From an optimization exercise on the open Yosys and OpenROAD flow, aimed at small area; shortcuts taken in it are not production practice. The RTL was checked by simulation tests, not by an equivalence proof against the original design. Power and IR drop assume default switching activity.

## design/flow/config.mk

```make
export PLATFORM = sky130hd
export DESIGN_NAME = ddr4_fine_sweep
export DESIGN_NICKNAME = ddr4_fine_sweep
export VERILOG_FILES = /design/flow/design.v
export SDC_FILE = /design/flow/constraint.sdc
export NUM_CORES = 4
export LEC_CHECK = 0
export CAP_MARGIN = 20
export CORE_MARGIN = 2
export CORE_UTILIZATION = 40
export SLEW_MARGIN = 20
```

## design/flow/constraint.sdc

```tcl
create_clock -name core_clock -period 5.0 [get_ports {clk}]
set_input_delay 1.0000 -clock core_clock [delete_from_list [all_inputs] [get_ports {clk}]]
set_output_delay 1.0000 -clock core_clock [all_outputs]
set_load 0.01 [all_outputs]
```

## design/flow/design.v

```verilog
module ddr4_fine_sweep #(
  parameter int LANES        = 16,
  parameter int DELAY_TAPS   = 64,
  parameter int COARSE_STEPS = 8,
  parameter int SPAN         = 32,
  parameter int SAMPLES      = 4,
  parameter int SETTLE       = 2,
  parameter int MIN_WIDTH    = 6,
  parameter int TIMEOUT      = 256
) (
  input  logic                                        clk,
  input  logic                                        rst,
  input  logic                                        fine_start,
  input  logic [$clog2(COARSE_STEPS)-1:0]             coarse_sel,
  input  logic [LANES-1:0]                            read_ok,
  input  logic                                        read_valid,
  output logic [$clog2(DELAY_TAPS)-1:0]               delay_tap,
  output logic                                        read_req,
  output logic                                        busy,
  output logic                                        fine_done,
  output logic                                        fine_failed,
  output logic [LANES-1:0]                            lane_valid,
  output logic [LANES*$clog2(DELAY_TAPS)-1:0]         best_start,
  output logic [LANES*$clog2(DELAY_TAPS)-1:0]         best_end,
  output logic [LANES*$clog2(DELAY_TAPS+1)-1:0]       best_width
);
  localparam int TAPW = $clog2(DELAY_TAPS);
  localparam int WW   = $clog2(DELAY_TAPS + 1);
  localparam int RW   = $clog2(SPAN + 1);       
  localparam logic [3:0] S_IDLE   = 4'd0;
  localparam logic [3:0] S_SETTLE = 4'd1;
  localparam logic [3:0] S_EVAL   = 4'd2;
  localparam logic [3:0] S_FINISH = 4'd3;
  localparam logic [3:0] S_REPORT = 4'd4;
  localparam logic [3:0] S_DONE   = 4'd6;   
  localparam logic [3:0] S_FAIL   = 4'd7;   
  logic [3:0]      r_state;
  logic [TAPW-1:0] r_tap;
  logic [1:0]      r_blk;     
  logic [7:0]      r_to;      
  logic [LANES-1:0] r_fail;    
  logic [RW-2:0]    r_rm [LANES];
  logic [LANES-1:0] r_nz;      
  logic [RW-2:0]    r_bm [LANES];   
  logic [TAPW-1:0]  r_be [LANES];   
  wire st_idle   = (r_state == S_IDLE) | (r_state == S_DONE) | (r_state == S_FAIL);
  wire st_settle = (r_state == S_SETTLE);
  wire st_rwait  = r_state[3] & r_state[0];
  wire st_eval   = (r_state == S_EVAL);
  wire st_finish = (r_state == S_FINISH);
  wire st_report = (r_state == S_REPORT);
  wire w_start   = st_idle & fine_start;
  wire w_acc     = st_rwait & read_valid;
  wire w_tmo     = st_rwait & ~read_valid & (&r_to);
  wire w_last    = (&r_tap[2:0]) & ((&r_tap[5:3]) | (&r_blk));
  wire [TAPW-1:0] w_end = r_tap - {{(TAPW-1){1'b0}}, st_eval};
  logic [LANES-1:0] w_wide;
  for (genvar g = 0; g < LANES; g++) begin : g_wide
    assign w_wide[g] = r_nz[g] & (r_bm[g] >= (RW-1)'(MIN_WIDTH - 1));
  end
  always_ff @(posedge clk or posedge rst) begin
    if (rst) begin
      r_state  <= S_IDLE;
      r_tap    <= '0;
    end else begin
      case (r_state)
        S_IDLE, S_DONE, S_FAIL: begin
          if (fine_start) begin
            r_tap   <= {coarse_sel, 3'b000};
            r_state <= S_SETTLE;
          end else begin
            r_state <= S_IDLE;
          end
        end
        S_SETTLE: if (r_to[0]) r_state <= 4'b1000;
        S_EVAL: begin
          if (w_last) r_state <= S_FINISH;
          else begin
            r_tap   <= r_tap + 1'b1;
            r_state <= S_SETTLE;
          end
        end
        S_FINISH: r_state <= S_REPORT;
        S_REPORT: r_state <= (&w_wide) ? S_DONE : S_FAIL;
        default: begin
          if (~r_state[0])      r_state <= r_state | 4'b0001;
          else if (read_valid)  r_state <= (&r_state[2:1]) ? S_EVAL : {1'b1, r_state[2:1] + 2'd1, 1'b0};
          else if (&r_to)       r_state <= S_FAIL;
        end
      endcase
    end
  end
  always_ff @(posedge clk) begin
    r_to <= (st_settle | st_rwait) ? r_to + 1'b1 : 8'd0;
    r_blk <= ~st_idle ? ((st_eval & ~w_last & (&r_tap[2:0])) ? r_blk + 1'b1 : r_blk) : 2'd0;
  end
  wire w_clr      = w_start | w_tmo;          
  wire w_run_hold = ~st_eval & ~st_idle;       
  for (genvar g = 0; g < LANES; g++) begin : g_lane
    wire          w_pass = st_eval & ~r_fail[g];
    wire          w_open = ~&r_rm[g] | (st_finish & ~r_fail[g]);
    wire          w_gt   = w_open & (~r_nz[g] | (r_rm[g] > r_bm[g]));
    wire          w_upd  = ((st_eval & r_fail[g]) | st_finish) & w_gt;
    wire          w_hold = ~w_upd & ~w_clr;
    wire [RW-1:0] w_bw   = r_bm[g] + 1'b1;
    always_ff @(posedge clk) begin
      r_fail[g] <= ~st_settle & (r_fail[g] | (w_acc & ~read_ok[g]));
      r_rm[g]   <= ({(RW-1){w_pass}} & (r_rm[g] + 1'b1)) | ({(RW-1){w_run_hold}} & r_rm[g])
                 | {(RW-1){~w_pass & ~w_run_hold}};
    end
    always_ff @(posedge clk or posedge rst) begin
      if (rst) begin
        r_nz[g] <= 1'b0;
        r_bm[g] <= '0;
        r_be[g] <= '0;
      end else begin
        r_nz[g] <= w_upd | (w_hold & r_nz[g]);
        r_bm[g] <= ({(RW-1){w_upd}} & r_rm[g]) | ({(RW-1){w_hold}} & r_bm[g]);
        r_be[g] <= ({TAPW{w_upd}} & w_end) | ({TAPW{w_hold}} & r_be[g]);
      end
    end
    assign lane_valid[g]              = (st_idle | st_report) & w_wide[g];
    assign best_width[g*WW +: WW]     = WW'({w_bw[RW-1:1], r_nz[g] & ~r_bm[g][0]});
    assign best_end[g*TAPW +: TAPW]   = r_be[g];
    assign best_start[g*TAPW +: TAPW] = r_be[g] - TAPW'(r_bm[g]);
  end
  assign delay_tap   = r_tap;
  assign read_req    = r_state[3] & ~r_state[0];
  assign busy        = ~st_idle;
  assign fine_done   = (r_state == S_DONE);
  assign fine_failed = (r_state == S_FAIL);
endmodule
```

## design/flow/flow/run.sh

```bash
#!/bin/bash
# Own layout flow: the standard ORFS flow with an area-oriented synthesis mapping, the
# smallest buffer on every port, and no dummy clock-tree loads. Each tool's output is logged.
set -euo pipefail
W=$(pwd)
F=$W/flow
bash standard.sh \
  SYNTH_SCRIPT=$F/synth.tcl \
  FLOW_ABC_SCRIPTS="$F/m1.abc $F/m2.abc $F/m3.abc $F/m4.abc $F/m5.abc $F/m6.abc $F/m7.abc $F/m8.abc" \
  BUFFER_PORTS_ARGS="-buffer_cell sky130_fd_sc_hd__buf_1" \
  CTS_ARGS="-sink_clustering_enable -repair_clock_nets -dont_use_dummy_load -buf_list sky130_fd_sc_hd__clkbuf_8 -sink_clustering_size 20 -sink_clustering_max_diameter 50" \
  SKIP_REPAIR_TIE_FANOUT=1 CORE_UTILIZATION=65 PLACE_DENSITY=0.75 \
  finish > $W/flow_make.log 2>&1
cp -r $W/orfs/logs $W/flow_logs 2>/dev/null || true
```

## design/flow/flow/m1.abc

```
strash
balance -l
resub -K 6 -l
rewrite -l
resub -K 6 -N 2 -l
refactor -l
resub -K 8 -l
balance -l
resub -K 8 -N 2 -l
rewrite -l
resub -K 10 -l
rewrite -z -l
resub -K 10 -N 2 -l
balance -l
resub -K 12 -l
refactor -z -l
resub -K 12 -N 2 -l
rewrite -z -l
balance -l
dch -f
amap
mfs2
strash
dch -f
amap
mfs2
strash
balance -l
resub -K 6 -l
rewrite -l
resub -K 6 -N 2 -l
refactor -l
resub -K 8 -l
balance -l
resub -K 8 -N 2 -l
rewrite -l
resub -K 10 -l
rewrite -z -l
resub -K 10 -N 2 -l
balance -l
resub -K 12 -l
refactor -z -l
resub -K 12 -N 2 -l
rewrite -z -l
balance -l
dch -f
amap
topo
dnsize
```

## design/flow/flow/m2.abc

```
strash
balance -l
resub -K 6 -l
rewrite -l
resub -K 6 -N 2 -l
refactor -l
resub -K 8 -l
balance -l
resub -K 8 -N 2 -l
rewrite -l
resub -K 10 -l
rewrite -z -l
resub -K 10 -N 2 -l
balance -l
resub -K 12 -l
refactor -z -l
resub -K 12 -N 2 -l
rewrite -z -l
balance -l
dch -f
amap -F 4 -A 10
mfs2
strash
dch -f
amap -F 4 -A 10
mfs2
strash
balance -l
resub -K 6 -l
rewrite -l
resub -K 6 -N 2 -l
refactor -l
resub -K 8 -l
balance -l
resub -K 8 -N 2 -l
rewrite -l
resub -K 10 -l
rewrite -z -l
resub -K 10 -N 2 -l
balance -l
resub -K 12 -l
refactor -z -l
resub -K 12 -N 2 -l
rewrite -z -l
balance -l
dch -f
amap -F 4 -A 10
topo
dnsize
```

## design/flow/flow/m3.abc

```
strash
balance -l
resub -K 6 -l
rewrite -l
resub -K 6 -N 2 -l
refactor -l
resub -K 8 -l
balance -l
resub -K 8 -N 2 -l
rewrite -l
resub -K 10 -l
rewrite -z -l
resub -K 10 -N 2 -l
balance -l
resub -K 12 -l
refactor -z -l
resub -K 12 -N 2 -l
rewrite -z -l
balance -l
dch -f
amap -m
mfs2
strash
dch -f
amap -m
mfs2
strash
balance -l
resub -K 6 -l
rewrite -l
resub -K 6 -N 2 -l
refactor -l
resub -K 8 -l
balance -l
resub -K 8 -N 2 -l
rewrite -l
resub -K 10 -l
rewrite -z -l
resub -K 10 -N 2 -l
balance -l
resub -K 12 -l
refactor -z -l
resub -K 12 -N 2 -l
rewrite -z -l
balance -l
dch -f
amap -m
topo
dnsize
```

## design/flow/flow/m4.abc

```
strash
balance -l
resub -K 6 -l
rewrite -l
resub -K 6 -N 2 -l
refactor -l
resub -K 8 -l
balance -l
resub -K 8 -N 2 -l
rewrite -l
resub -K 10 -l
rewrite -z -l
resub -K 10 -N 2 -l
balance -l
resub -K 12 -l
refactor -z -l
resub -K 12 -N 2 -l
rewrite -z -l
balance -l
dch -f
amap -F 2 -A 8 -C 1000
mfs2
strash
dch -f
amap -F 2 -A 8 -C 1000
mfs2
strash
balance -l
resub -K 6 -l
rewrite -l
resub -K 6 -N 2 -l
refactor -l
resub -K 8 -l
balance -l
resub -K 8 -N 2 -l
rewrite -l
resub -K 10 -l
rewrite -z -l
resub -K 10 -N 2 -l
balance -l
resub -K 12 -l
refactor -z -l
resub -K 12 -N 2 -l
rewrite -z -l
balance -l
dch -f
amap -F 2 -A 8 -C 1000
topo
dnsize
```

## design/flow/flow/m5.abc

```
strash
balance -l
resub -K 6 -l
rewrite -l
resub -K 6 -N 2 -l
refactor -l
resub -K 8 -l
balance -l
resub -K 8 -N 2 -l
rewrite -l
resub -K 10 -l
rewrite -z -l
resub -K 10 -N 2 -l
balance -l
resub -K 12 -l
refactor -z -l
resub -K 12 -N 2 -l
rewrite -z -l
balance -l
dch -f
amap
mfs2
strash
dch -f
amap
mfs2
strash
dch -f
amap
mfs2
strash
balance -l
resub -K 6 -l
rewrite -l
resub -K 6 -N 2 -l
refactor -l
resub -K 8 -l
balance -l
resub -K 8 -N 2 -l
rewrite -l
resub -K 10 -l
rewrite -z -l
resub -K 10 -N 2 -l
balance -l
resub -K 12 -l
refactor -z -l
resub -K 12 -N 2 -l
rewrite -z -l
balance -l
dch -f
amap
topo
dnsize
```

## design/flow/flow/m6.abc

```
strash
balance -l
resub -K 6 -l
rewrite -l
resub -K 6 -N 2 -l
refactor -l
resub -K 8 -l
balance -l
resub -K 8 -N 2 -l
rewrite -l
resub -K 10 -l
rewrite -z -l
resub -K 10 -N 2 -l
balance -l
resub -K 12 -l
refactor -z -l
resub -K 12 -N 2 -l
rewrite -z -l
balance -l
dch -f
map -a
mfs2
strash
dch -f
map -a
mfs2
strash
balance -l
resub -K 6 -l
rewrite -l
resub -K 6 -N 2 -l
refactor -l
resub -K 8 -l
balance -l
resub -K 8 -N 2 -l
rewrite -l
resub -K 10 -l
rewrite -z -l
resub -K 10 -N 2 -l
balance -l
resub -K 12 -l
refactor -z -l
resub -K 12 -N 2 -l
rewrite -z -l
balance -l
dch -f
map -a
topo
dnsize
```

## design/flow/flow/m7.abc

```
strash
balance -l
resub -K 6 -l
rewrite -l
resub -K 6 -N 2 -l
refactor -l
resub -K 8 -l
balance -l
resub -K 8 -N 2 -l
rewrite -l
resub -K 10 -l
rewrite -z -l
resub -K 10 -N 2 -l
balance -l
resub -K 12 -l
refactor -z -l
resub -K 12 -N 2 -l
rewrite -z -l
balance -l
dch -f
amap -F 2 -A 8 -C 1000
mfs2
strash
dch -f
amap -F 2 -A 8 -C 1000
mfs2
strash
balance -l
resub -K 6 -l
rewrite -l
resub -K 6 -N 2 -l
refactor -l
resub -K 8 -l
balance -l
resub -K 8 -N 2 -l
rewrite -l
resub -K 10 -l
rewrite -z -l
resub -K 10 -N 2 -l
balance -l
resub -K 12 -l
refactor -z -l
resub -K 12 -N 2 -l
rewrite -z -l
balance -l
dch -f
amap -F 2 -A 8 -C 1000
mfs2
strash
dch -f
amap -F 2 -A 8 -C 1000
topo
dnsize
```

## design/flow/flow/m8.abc

```
strash
ifraig
balance -l
resub -K 6 -l
rewrite -l
resub -K 6 -N 2 -l
refactor -l
resub -K 8 -l
balance -l
resub -K 8 -N 2 -l
rewrite -l
resub -K 10 -l
rewrite -z -l
resub -K 10 -N 2 -l
balance -l
resub -K 12 -l
refactor -z -l
resub -K 12 -N 2 -l
rewrite -z -l
balance -l
dch -f
amap -F 2 -A 8 -C 1000
mfs2
strash
balance -l
resub -K 6 -l
rewrite -l
resub -K 6 -N 2 -l
refactor -l
resub -K 8 -l
balance -l
resub -K 8 -N 2 -l
rewrite -l
resub -K 10 -l
rewrite -z -l
resub -K 10 -N 2 -l
balance -l
resub -K 12 -l
refactor -z -l
resub -K 12 -N 2 -l
rewrite -z -l
balance -l
dch -f
amap -F 2 -A 8 -C 1000
mfs2
strash
balance -l
resub -K 6 -l
rewrite -l
resub -K 6 -N 2 -l
refactor -l
resub -K 8 -l
balance -l
resub -K 8 -N 2 -l
rewrite -l
resub -K 10 -l
rewrite -z -l
resub -K 10 -N 2 -l
balance -l
resub -K 12 -l
refactor -z -l
resub -K 12 -N 2 -l
rewrite -z -l
balance -l
dch -f
amap -F 2 -A 8 -C 1000
topo
dnsize
```

## design/flow/flow/synth.tcl

```tcl
# The standard synthesis (synth_recipe.tcl) with two changes to the combinational mapping only:
# Yosys's extract_fa is skipped, and abc is run with each area-oriented script listed in
# FLOW_ABC_SCRIPTS, keeping the result with the smallest cell area.
# Flip-flop mapping and register names are unchanged.
proc synth {args} { yosys synth -nofsm -noshare {*}$args }
proc extract_fa {args} { puts "flow: extract_fa skipped" }
proc flow_area {f} {
  set fh [open $f r]; set t [read $fh]; close $fh
  if {[regexp {Chip area for module '[^']*': ([0-9.eE+-]+)} $t -> a]} { return $a }
  return 1e30
}
proc abc {args} {
  set i [lsearch $args -script]
  set libargs {}
  foreach lib $::env(LIB_FILES) { lappend libargs -liberty $lib }
  yosys design -save flow_pre_abc
  set best 1e30
  set n 0
  foreach scr $::env(FLOW_ABC_SCRIPTS) {
    yosys design -load flow_pre_abc
    lset args [expr {$i + 1}] $scr
    puts "flow: abc $args"
    yosys abc {*}$args
    set f $::env(RESULTS_DIR)/flow_abc_$n.stat
    yosys tee -q -o $f stat {*}$libargs
    set a [flow_area $f]
    puts "flow: abc script [file tail $scr]: area $a"
    if {$a < $best} {
      set best $a
      yosys design -save flow_best_abc
    }
    incr n
  }
  yosys design -load flow_best_abc
  puts "flow: kept abc result with area $best"
}
source $::env(SCRIPTS_DIR)/synth.tcl
# left out here: clear keep_hierarchy, flatten, clean up, hide names made inside functions, write 1_2_yosys.v
```

## design/flow/standard.sh

```bash
#!/bin/bash
# synth_recipe.tcl (not shown) runs the flow's synth.tcl, then flattens the netlist and writes it again
# the make line also repeats each setting of config.mk as NAME=value (left out here)
make -C /OpenROAD-flow-scripts/flow DESIGN_CONFIG=/design/flow/config.mk WORK_HOME=/design/flow/orfs CLKGATE_MAP_FILE= SYNTH_SCRIPT=/design/flow/synth_recipe.tcl "${@:-finish}"
```

==> metrics.yaml, run 1 <==
worst_setup_path:
  critPathLaunch: "r_state[0]"
  cp.required_ps: 4000
  r2r-start: "r_state[1]"
  path_cells: "clkinv_1 > nor2_1 > nor3_1 > clkinv_1 > nor2_1 > buf_1"
  cp-end-kind: "primary output"
  setup.worst_path.class: "reg -> out"
  startpoint_type: "flip-flop"
  rrSetupSlack_ps: 1170
  cp_max_fo: 17
  cp.arrival_ps: 2990
  slowest_delay_ps: 830
  cpMaxStageDelayCell: "clkinv_1"
clock_network:
  clk_pin_slew_ps: 120
  cts_buffers: 31
  cts_buffer_depth: 3
  post-cts-setup-buffers: 0
  cts-root-buf: "clkbuf_8"
  htree_levels: 1
  cts_sinks: 308
  postCtsResizedCells: 0
  worstSkewPairLatency_ps: 620
  postCtsHoldBufs: 0
  cts_tree: "done"
routing:
  drt-initial-drc-count: 1712
  wl_per_cell_um: 17.6
  drt_first_pass_iters: 7
  ant_nets: 0
  wirelength_um: 46600
  drc: 0
  vias: 16200
  vias_per_cell: 6.14
power:
  seqPwrFrac: 0.329
  p_sw_mw: 6.98
  p_leak_nw: 6.83
  ir_drop_v: 0.000411
  p_int_mw: 6.41
  combPwrFrac: 0.570
  power_per_cell_area_nw_per_um2: 768
  switching_share: 0.521
  clkPwrFrac: 0.101
logic_synthesis:
  syn_nets: 1975
  yosys_warnings: 4
  synth_cell_types: 40
  ys_seq_area_frac: 0.470
  async_flop_share: 0.656
  netlist_area_um2: 15300
  netlist_instances: 1952
  synthFlopType: "dfrtp_1"
  syn_avg_cell_area_um2: 7.82
  synth_edf_count: 0
  ys_ff_latch: 308
die:
  dieArea_um2: 24700
  initial_core_util: 0.656
  pin_count: 353
  rows: 56
  core_um2: 23300
  die_x_um: 157
  die_h_um: 157
sta:
  hold_violations: 0
  relSlewSlack: 0.215
  worstMarginPinSlew_ps: 1170
  setup_viol: 0
  min_period_over_period: 0.797
  rsz0062_at_grt: "false"
  period_needed_ps: 3990
  fin_ws_ps: 1010
  fin_skew_ps: 76.2
  finalSetupTns_ps: 0
  finalMaxSlewViolations: 0
  max_freq_mhz: 251
global_routing:
  grt-ovfl-total: 0
  grt_pass1_vias: 14300
  grt_usage: 0.368
  antenna_found_initial: 0
  grt_pass1_wl_um: 72600
  grt_max_degree: 140
placed_design:
  gp_congestion: 0.905
  place_area_um2: 17000
  port_buffers: 336
  dp_hpwl_um: 33200
  pre_cts_ws_ps: 1370
worst_hold_path:
  holdCritStartpoint: "r_to[0]"
  min_path_type: "reg -> reg"
layout:
  drive_above_1_share: 0.0271
  final_net_count: 2349
  diodes: 0
  final_cell_area_um2: 17400
  area_delta_synth_final_pct: 14.3
run_status:
  status: "finished clean"
job:
  drv_cap: 0
## registers in the layout (all words and copies together), names as in the netlist
| name | count |
|---|---|
| r_be | 96 |
| r_bm | 80 |
| r_rm | 80 |
| r_fail | 16 |
| r_nz | 16 |
| r_to | 8 |
| r_tap | 6 |
| r_state | 4 |
| r_blk | 2 |
## worst max-delay path: cells and delay by family, from the launching register on
| family | cells | cell delay [ps] |
|---|---|---|
| buffers and inverters | 3 | 1180 |
| and+or+nand+nor | 3 | 780 |
| DFF | 1 | 420 |
## through the flow
| stage | std cells | utilization | total power, mW | hold WS (ps) |
|---|---|---|---|---|
| 2_1_floorplan | 1952 | - | 9.15 | 423 |
| 3_3_place_gp | 2612 | 0.731 | 11.7 | 443 |
| 3_5_place_dp | 2612 | 0.731 | 11.9 | 448 |
| 4_1_cts | 2643 | 0.750 | 13.3 | 466 |
| 5_1_grt | 2643 | 0.750 | 14.4 | 483 |
| 6_report | 2643 | 0.750 | 13.4 | 470 |
## routing by layer
metal  wire length (um)  vias up  GRT usage
met5                  0        -          0
met4               2100        0      0.145
met3               3960      140     0.0575
met2              21300      796      0.598
met1              19200     7557      0.499
li1                   -     7729          -
## logic make-up (layout without fill, tap and decap cells)
| family | Yosys count | after routing | share of synthesized area |
|---|---|---|---|
| and+or+nand+nor | 499 | 499 | 0.136 |
| other | 1 | 1 | 0.000246 |
| AOI/OAI and AO/OA | 747 | 747 | 0.291 |
| buffers and inverters | 396 | 768 | 0.101 |
| xor gates and xnor gates | 1 | 1 | 0.000574 |
| DFF | 308 | 308 | 0.470 |
## power by group through the flow
stage               Clock, mW  Sequential, mW  Combinational (mW)
CTS                      1.36            4.36                7.54
floorplan                   0            4.31                4.83
global placement            0            4.38                7.34
global route             1.45            4.52                8.47
detailed placement          0            4.40                7.51
finish                   1.36            4.41                7.63
## Yosys cell counts (4+ instances only)
library cell,count,area (um^2)
clkinv_1,380,1430
o21ai_0,269,1350
o22ai_1,269,1680
nor2_1,251,942
dfrtp_1,202,5050
nand2_1,137,514
dfxtp_1,106,2120
a21oi_1,93,465
o221ai_1,60,526
nand3_1,30,150
nor3_1,30,150
a31oi_1,20,125
buf_4,16,120
nor4_1,15,93.8
nand2b_1,14,87.6
o21a_1,12,90.1
nand4_1,9,56.3
nor2b_1,4,25.0
or3_1,4,25.0
## cell type report
| cell class | instances | area (um^2) |
|---|---|---|
| fillers | 1930 | 5820 |
| well taps | 319 | 399 |
| flip-flops and latches | 308 | 7180 |
| inverters | 380 | 1430 |
| multi-input cells | 1248 | 6570 |
| clock buffers | 31 | 427 |
| repair buffers | 357 | 1430 |
## cells in the final DEF, fill, tap and decap left out, types with 2 or more instances in the layout
cell and n:
a21oi_1 89, a21oi_2 4, a221oi_1 2, a222oi_1 3
a22oi_1 3, a31oi_1 20, a32oi_1 3, and3_1 2
buf_1 336, buf_4 20, clkbuf_8 31, clkinv_1 378
dfrtp_1 202, dfxtp_1 106, nand2_1 137, nand2b_1 14
nand3_1 30, nand4_1 9, nor2_1 249, nor2_2 2
nor2b_1 4, nor3_1 29, nor4_1 15, o21a_1 12
o21ai_0 268, o221a_1 2, o221ai_1 60, o22ai_1 269
or2_0 2, or3_1 4
## worst paths after layout
kind | end | cells after the start
setup / recovery | lane_valid[0] | 6
hold / removal | r_to[0] | 1
setup reg to reg | r_be[1][5] | 17
hold reg to reg | r_to[0] | 1
max in group asynchronous | r_bm[6][1] | 3
min in group asynchronous | r_bm[5][0] | 2
==> run 2, diff against run 1 <==
--- a/design/flow/flow/run.sh
+++ b/design/flow/flow/run.sh
@@ -10,3 +10,3 @@
   BUFFER_PORTS_ARGS="-buffer_cell sky130_fd_sc_hd__buf_1" \
-  CTS_ARGS="-sink_clustering_enable -repair_clock_nets -dont_use_dummy_load -buf_list sky130_fd_sc_hd__clkbuf_8 -sink_clustering_size 20 -sink_clustering_max_diameter 50" \
+  CTS_ARGS="-sink_clustering_enable -repair_clock_nets -dont_use_dummy_load -buf_list sky130_fd_sc_hd__clkbuf_8 -sink_clustering_size 16 -sink_clustering_max_diameter 40" \
   SKIP_REPAIR_TIE_FANOUT=1 CORE_UTILIZATION=65 PLACE_DENSITY=0.75 \
==> run 2 against run 1 <==
Net effect: combinational power about the same; critical path depth did not move; sequential power is essentially flat; cell count up 0.26%; area after synthesis did not move; global-route usage up 0.30 points; clock skew is 20 ps lower; register-to-register slack improved by 70 ps; flip-flop and latch count stayed put; critical endpoint is now lane_valid[12]; largest power group unchanged; highest routed layer unchanged.
==> metrics.yaml, run 2 <==
sta:
  finalMaxSlewViolations: 0  # unchanged
  finalSetupTns_ps: 0  # unchanged
  min_period_over_period: 0.780  # -0.0170
  setup_viol: 0  # unchanged
  hold_violations: 0  # unchanged
  max_freq_mhz: 256  # +2.2%
  fin_skew_ps: 56.0  # -20.2 ps
  relSlewSlack: 0.229  # +0.0141
  worstMarginPinSlew_ps: 1150  # -21.0 ps
  fin_ws_ps: 1100  # +85.2 ps
  rsz0062_at_grt: "false"
  period_needed_ps: 3900  # -85.2 ps
logic_synthesis:
  netlist_instances: 1952  # unchanged
  synth_top_area_frac: 0.331  # unchanged
  ys_seq_area_frac: 0.470  # unchanged
  synth_top_family_by_area: "compound AO/OA/AOI/OAI gates"
  async_flop_share: 0.656  # unchanged
  syn_avg_cell_area_um2: 7.82  # unchanged
  synth_edf_count: 0  # unchanged
  yosysTopAreaCell: "dfrtp_1"
  synth_fa_ha_area_frac: 0  # unchanged
  synthMuxAreaShare: 0  # unchanged
  ys_ff_latch: 308  # unchanged
  synth-compound-area-share: 0.291  # unchanged
  yosys_warnings: 4  # unchanged
  synth_xor_area_frac: 0.000574  # unchanged
  synth_commonest_cells: "380 x clkinv_1, 269 x o21ai_0, 269 x o22ai_1, 251 x nor2_1, 202 x dfrtp_1"
  netlist_top_cells_area: "dfrtp_1 33%, dfxtp_1 14%, o22ai_1 11%"
  yosys.area_share.simple: 0.136  # unchanged
  synthFlopType: "dfrtp_1"
  synth_cell_types: 40  # unchanged
  netlist_area_um2: 15300  # unchanged
  synth_most_common_cell: "clkinv_1"
  syn_nets: 1975  # unchanged
run_status:
  status: "finished clean"
clock_network:
  post-cts-setup-buffers: 0  # unchanged
  clk_pin_slew_ps: 80  # -40 ps
  cts-root-buf: "clkbuf_8"
  cts_buffers: 38  # +23%
  htree_levels: 2  # +1
  worstSkewPairLatency_ps: 570  # -50 ps
  cts_sinks: 308  # unchanged
  cts_buffer_depth: 3  # unchanged
  postCtsHoldBufs: 0  # unchanged
  postCtsResizedCells: 0  # unchanged
  cts_tree: "done"
worst_hold_path:
  holdCritStartpoint: "r_to[0]"
  min_path_type: "reg -> reg"
  hold_path_depth: 1  # unchanged
  hold_path_end: "r_to[0]"
worst_setup_path:
  cp.arrival_ps: 2900  # -90 ps
  path_cells: "clkinv_1 > nor2_1 > nor3_1 > clkinv_1 > nor2_1 > buf_1"
  critPathTopFamily: "buffers and inverters"
  startpoint_type: "flip-flop"
  cpMaxStageDelayCell: "clkinv_1"
  cp-end-kind: "primary output"
  r2r_end: "r_be[6][5]"
  cp.required_ps: 4000  # about the same
  r2r-start: "r_state[1]"
  slowest_delay_ps: 820  # about the same
  cp_max_fo: 17  # unchanged
  cp.buffers_inverters: 3  # unchanged
  rrSetupSlack_ps: 1240  # +70 ps
  setup.worst_path.class: "reg -> out"
  ff2ff_path_depth: 17  # unchanged
layout:
  drive_above_1_share: 0.0300  # +0.00292
  final_cell_count_no_fill: 2650  # +0.26%
  mostFrequentLayoutCells: "378 x clkinv_1, 336 x buf_1, 269 x o22ai_1"
  diodes: 0  # unchanged
  largest_reg_flops: 96  # unchanged
  area_delta_synth_final_pct: 14.9
  fillCellCount: 1922  # -0.41%
  top_regs: "r_be: 96 flops, r_bm: 80 flops, r_rm: 80 flops"
  final_cell_area_um2: 17500  # +0.55%
  largest_register: "r_be"
  final_net_count: 2356  # +0.30%
  final_common_cell: "clkinv_1"
die:
  initial_core_util: 0.656  # unchanged
  dieArea_um2: 24700  # unchanged
  core_um2: 23300  # unchanged
  rows: 56  # unchanged
  die_h_um: 157  # unchanged
  die_x_um: 157  # unchanged
  pin_count: 353  # unchanged
routing:
  wl_per_cell_um: 17.6  # -0.13%
  vias_per_cell: 6.12  # -0.33%
  drt_first_pass_iters: 6  # -1
  drc: 0  # unchanged
  drt-initial-drc-count: 1608  # -6.1%
  vias: 16200  # -0.062%
  ant_nets: 0  # unchanged
  wirelength_um: 46600  # +0.13%
global_routing:
  grt_usage: 0.371  # +0.00302
  grt_max_degree: 140  # unchanged
  grt_pass1_wl_um: 72700  # about the same
  grt-ovfl-total: 0  # unchanged
  antenna_found_initial: 0  # unchanged
  grt_pass1_vias: 14300  # +0.11%
placed_design:
  pre_cts_ws_ps: 1370  # unchanged
  dp_hpwl_um: 33200  # unchanged
  place_area_um2: 17000  # unchanged
  gp_congestion: 0.905  # unchanged
  placedCellCount: 2612  # unchanged
  port_buffers: 336  # unchanged
power:
  ir_drop_v: 0.000412  # +0.32%
  p_leak_nw: 6.88  # +0.74%
  power_per_cell_area_nw_per_um2: 773  # +0.63%
  finalPower_mw: 13.6  # +1.2%
job:
  drv_cap: 0  # unchanged
run 2: cell counts after synthesis:
Identical to the previous run, type by type.
run 2: final cells by class:
| class | instances | area [um^2] | area share |
|---|---|---|---|
| Inverter | 380 | 1430 | 0.0818 |
| Tap cell | 319 | 399 | 0.0228 |
| Timing Repair Buffer | 357 | 1430 | 0.0816 |
| Sequential cell | 308 | 7180 | 0.409 |
| Clock buffer | 38 | 523 | 0.0298 |
| Multi-Input combinational cell | 1248 | 6570 | 0.375 |
run 2: metal layers:
layer / vias up / part of all wire / GRT usage
met5: - / 0 / 0
met4: 0 / 0.046 / 0.174
met3: 141 / 0.088 / 0.0686
met2: 812 / 0.46 / 0.593
met1: 7529 / 0.41 / 0.493
li1: 7730 / - / -
run 2: worst max path at each step:
stage	cells past startpoint	slack, ps	startpoint	end
floorplan	1	340	rst	r_be[0][0]
global placement	17	1630	r_state[1]	r_be[6][5]
detailed placement	17	1370	r_state[1]	r_be[10][5]
CTS	6	1170	r_state[0]	lane_valid[12]
global route	17	880	r_state[1]	r_be[6][5]
finish	6	1100	r_state[0]	lane_valid[12]
run 2: cells by family after synthesis:
| family | Yosys count |
|---|---|
| xor gates and xnor gates | 1 |
| AOI/OAI and AO/OA | 747 |
| DFF | 308 |
| buffers and inverters | 396 |
| and+or+nand+nor | 499 |
| other | 1 |
run 2: power breakdown:
| group | internal, mW | switching [mW] | leakage [nW] | total [mW] |
|---|---|---|---|---|
| Sequential | 3.43 | 0.976 | 3.53 | 4.41 |
| Clock | 0.676 | 0.838 | 0.273 | 1.51 |
| Combinational | 2.44 | 5.20 | 3.08 | 7.64 |
| Total | 6.54 | 7.01 | 6.88 | 13.6 |
run 2: metrics by stage:
step	utilization	hold WS [ps]
after floorplan	-	423
after global placement	0.731	443
after detailed placement	0.731	448
after CTS	0.754	464
after global routing	0.754	484
final	0.754	466
==> run 3, diff against run 2 <==
--- a/design/flow/flow/run.sh
+++ b/design/flow/flow/run.sh
@@ -11,3 +11,3 @@
   CTS_ARGS="-sink_clustering_enable -repair_clock_nets -dont_use_dummy_load -buf_list sky130_fd_sc_hd__clkbuf_8 -sink_clustering_size 16 -sink_clustering_max_diameter 40" \
-  SKIP_REPAIR_TIE_FANOUT=1 CORE_UTILIZATION=65 PLACE_DENSITY=0.75 \
+  SKIP_REPAIR_TIE_FANOUT=1 CORE_UTILIZATION=55 PLACE_DENSITY=0.65 CAP_MARGIN=0 SLEW_MARGIN=0 \
   finish > $W/flow_make.log 2>&1
==> run 3 against run 2 <==
Net effect: highest routed layer unchanged; critical endpoint is now best_start[89]; flip-flop and latch count stayed put; clock skew is 1.9 ps higher; power is 0.47% higher; sequential share of layout area is 0.30 points lower.
==> metrics.yaml, run 3 <==
logic_synthesis:
  netlist_area_um2: 15300  # unchanged
  netlist_instances: 1952  # unchanged
  yosys_warnings: 4  # unchanged
  synth_edf_count: 0  # unchanged
  synth_cell_types: 40  # unchanged
  syn_nets: 1975  # unchanged
  synth_commonest_cells: "380 x clkinv_1, 269 x o21ai_0, 269 x o22ai_1, 251 x nor2_1, 202 x dfrtp_1"
  synthFlopType: "dfrtp_1"
  yosysTopAreaCell: "dfrtp_1"
  ys_ff_latch: 308  # unchanged
  synth_top_area_frac: 0.331  # unchanged
  async_flop_share: 0.656  # unchanged
  netlist_top_cells_area: "dfrtp_1 33%, dfxtp_1 14%, o22ai_1 11%"
  syn_avg_cell_area_um2: 7.82  # unchanged
  synth_most_common_cell: "clkinv_1"
  ys_seq_area_frac: 0.470  # unchanged
placed_design:
  gp_congestion: 0.916  # +1.2%
  dp_hpwl_um: 33700  # +1.7%
  port_buffers: 336  # unchanged
  pre_cts_ws_ps: 1430  # +62.2 ps
sta:
  worstMarginPinSlew_ps: 1110  # -41.2 ps
  finalMaxSlewViolations: 0  # unchanged
  setup_viol: 0  # unchanged
  rsz0062_at_grt: "false"
  finalSetupTns_ps: 0  # unchanged
  hold_violations: 0  # unchanged
  min_period_over_period: 0.756  # -0.0238
  period_needed_ps: 3780  # -119 ps
  relSlewSlack: 0.260  # +0.0306
  fin_ws_ps: 1220  # +119 ps
  max_freq_mhz: 264  # +3.1%
  fin_skew_ps: 58.0  # +1.95 ps
worst_setup_path:
  path_cells: "clkinv_1 > o22ai_1 > nand2_1 > o21ai_0 > nand2_1 > o21ai_0 > o21ai_0 > nand2_1 > o21ai_0 > nand2_1 > o21ai_0 > o21ai_0 > buf_1"
  cpMaxStageDelayCell: "dfrtp_1"
  setup.worst_path.class: "reg -> out"
  cp.required_ps: 4000  # about the same
  cp.arrival_ps: 2780  # -120 ps
  cp_max_fo: 6  # -11
  path_common_cell: "o21ai_0"
  cp.buffers_inverters: 2  # -1
  startpoint_type: "flip-flop"
  critPathTopFamily: "compound AO/OA/AOI/OAI gates"
  cp-end-kind: "primary output"
  slowest_delay_ps: 400  # -420 ps
layout:
  final_common_cell: "clkinv_1"
  largest_reg_flops: 96  # unchanged
  final_net_count: 2360  # +0.17%
  largest_register: "r_be"
  area_delta_synth_final_pct: 15.8
  top_regs: "r_be: 96 flops, r_bm: 80 flops, r_rm: 80 flops"
  drive_above_1_share: 0.0317  # +0.00166
  diodes: 0  # unchanged
  mostFrequentLayoutCells: "378 x clkinv_1, 336 x buf_1, 269 x o22ai_1"
job:
  drv_cap: 0  # unchanged
global_routing:
  grt_max_degree: 140  # unchanged
  grt_usage: 0.321  # -0.0502
  grt_pass1_vias: 14200  # -0.21%
  grt-ovfl-total: 0  # unchanged
  antenna_found_initial: 0  # unchanged
  grt_pass1_wl_um: 73900  # +1.7%
clock_network:
  cts_tree: "done"
  cts_buffer_depth: 3  # unchanged
  post-cts-setup-buffers: 0  # unchanged
  cts-root-buf: "clkbuf_8"
  htree_levels: 2  # unchanged
  clk_pin_slew_ps: 70  # about the same
  postCtsHoldBufs: 0  # unchanged
  postCtsResizedCells: 0  # unchanged
  cts_buffers: 40  # +5.3%
  worstSkewPairLatency_ps: 570  # about the same
  cts_sinks: 308  # unchanged
power:
  power_per_cell_area_nw_per_um2: 771  # -0.28%
  p_leak_nw: 6.91  # +0.41%
  ir_drop_v: 0.000368  # -11%
  finalPower_mw: 13.6  # +0.47%
run_status:
  status: "finished clean"
routing:
  vias: 16000  # -1.1%
  wl_per_cell_um: 17.7  # +0.54%
  wirelength_um: 47900  # +2.7%
  ant_nets: 0  # unchanged
  drt-initial-drc-count: 1350  # -16%
  drc: 0  # unchanged
  drt_first_pass_iters: 5  # -1
  vias_per_cell: 5.93  # -3.2%
die:
  core_um2: 27100  # +17%
  die_x_um: 171  # +8.5%
  initial_core_util: 0.563  # -0.0929
  dieArea_um2: 29100  # +18%
  pin_count: 353  # unchanged
  rows: 60  # +7.1%
  die_h_um: 171  # +8.5%
worst_hold_path:
  min_path_type: "reg -> reg"
[run 3: cell counts after synthesis]
No cell type changed its count.
[run 3: kinds of logic after synthesis]
logic type	share of synthesized area
AND/OR/NAND/NOR	0.136
other	0.000246
AO/OA/AOI/OAI	0.291
XOR/XNOR	0.000574
buffers and inverters	0.101
flip-flops	0.470
[run 3: layout make-up]
| cell class | instances | area, um^2 |
|---|---|---|
| clock buffers | 40 | 551 |
| fillers | 2440 | 9430 |
| repair buffers | 359 | 1430 |
| multi-input cells | 1248 | 6610 |
| well taps | 372 | 465 |
| inverters | 380 | 1430 |
| flip-flops and latches | 308 | 7180 |
[run 3: through the flow]
stage | std cells | util | hold slack [ps] | cell area (um^2)
finish | 2707 | 0.652 | 461 | 17700
global route | 2707 | 0.652 | 492 | 17700
CTS | 2707 | 0.652 | 464 | 17700
detailed placement | 2667 | 0.632 | 446 | 17100
global placement | 2667 | 0.632 | 440 | 17100
floorplan | 1952 | - | 423 | 15300
[run 3: path summary, 6_finish.rpt]
path                             endpoint  slack, ps  depth (start not counted)         from
hold reg to reg                   r_to[0]        460                          1      r_to[0]
min in group asynchronous     r_bm[13][3]        680                          2          rst
setup reg to reg              r_be[11][5]       1350                         16   r_state[1]
setup / recovery           best_start[89]       1220                         13  r_bm[14][1]
hold / removal                    r_to[0]        460                          1      r_to[0]
max in group asynchronous      r_be[3][4]       3150                          3          rst
[run 3: report_power, final]
group          switching [mW]  total, mW  internal [mW]  leakage (nW)
combinational            5.23       7.67           2.44          3.10
sequential              0.961       4.39           3.43          3.53
clock                   0.847       1.56          0.709         0.288
[run 3: metal layers]
| layer | part of all wire | vias to the layer above | GRT usage |
|---|---|---|---|
| met5 | 0 | - | 0 |
| met4 | 0.035 | 0 | 0.124 |
| met3 | 0.081 | 110 | 0.0606 |
| met2 | 0.45 | 684 | 0.509 |
| met1 | 0.43 | 7508 | 0.438 |
| li1 | - | 7737 | - |
[run 3: worst register-to-register path: stages, from the launching register on]
cell and delay, ps:
dfrtp_1 410, clkinv_1 120, nor2_1 260, clkinv_1 170
nor2_2 140, inv_2 50, nor2_1 270, nand2_1 190
nor2_1 250, clkinv_1 180, nor2_1 240, clkinv_1 180
nor2_1 300, nand2_1 110, o21ai_2 100, buf_4 380
o22ai_1 140

static timing again, ports no longer ideal:
No port has a modelled driver above. Below, the same layouts with a new extraction and two added sets of constraints. Step 1, drivers: a clkbuf_16 drives clk and a buf_2 each remaining input, both assumed. Step 2 also shifts input and output timing later by t, the mid clock arrival at the registers, as if the neighbouring blocks saw the same clock. Slacks: ideal / step 1 / step 2; pairs: ideal / step 1.
run	shift t [ns]	setup slack, ns	slew at the worst register clock pin (ns)	worst slew at a driven data input, ns
run 1	0.624	1.014 / 0.967 / 1.175	0.12 / 0.12	0.06
run 2	0.590	1.099 / 1.047 / 1.244	0.10 / 0.10	0.06
run 3	0.579	1.218 / 1.169 / 1.347	0.09 / 0.09	0.05
After both steps setup and hold are still met in every run listed.
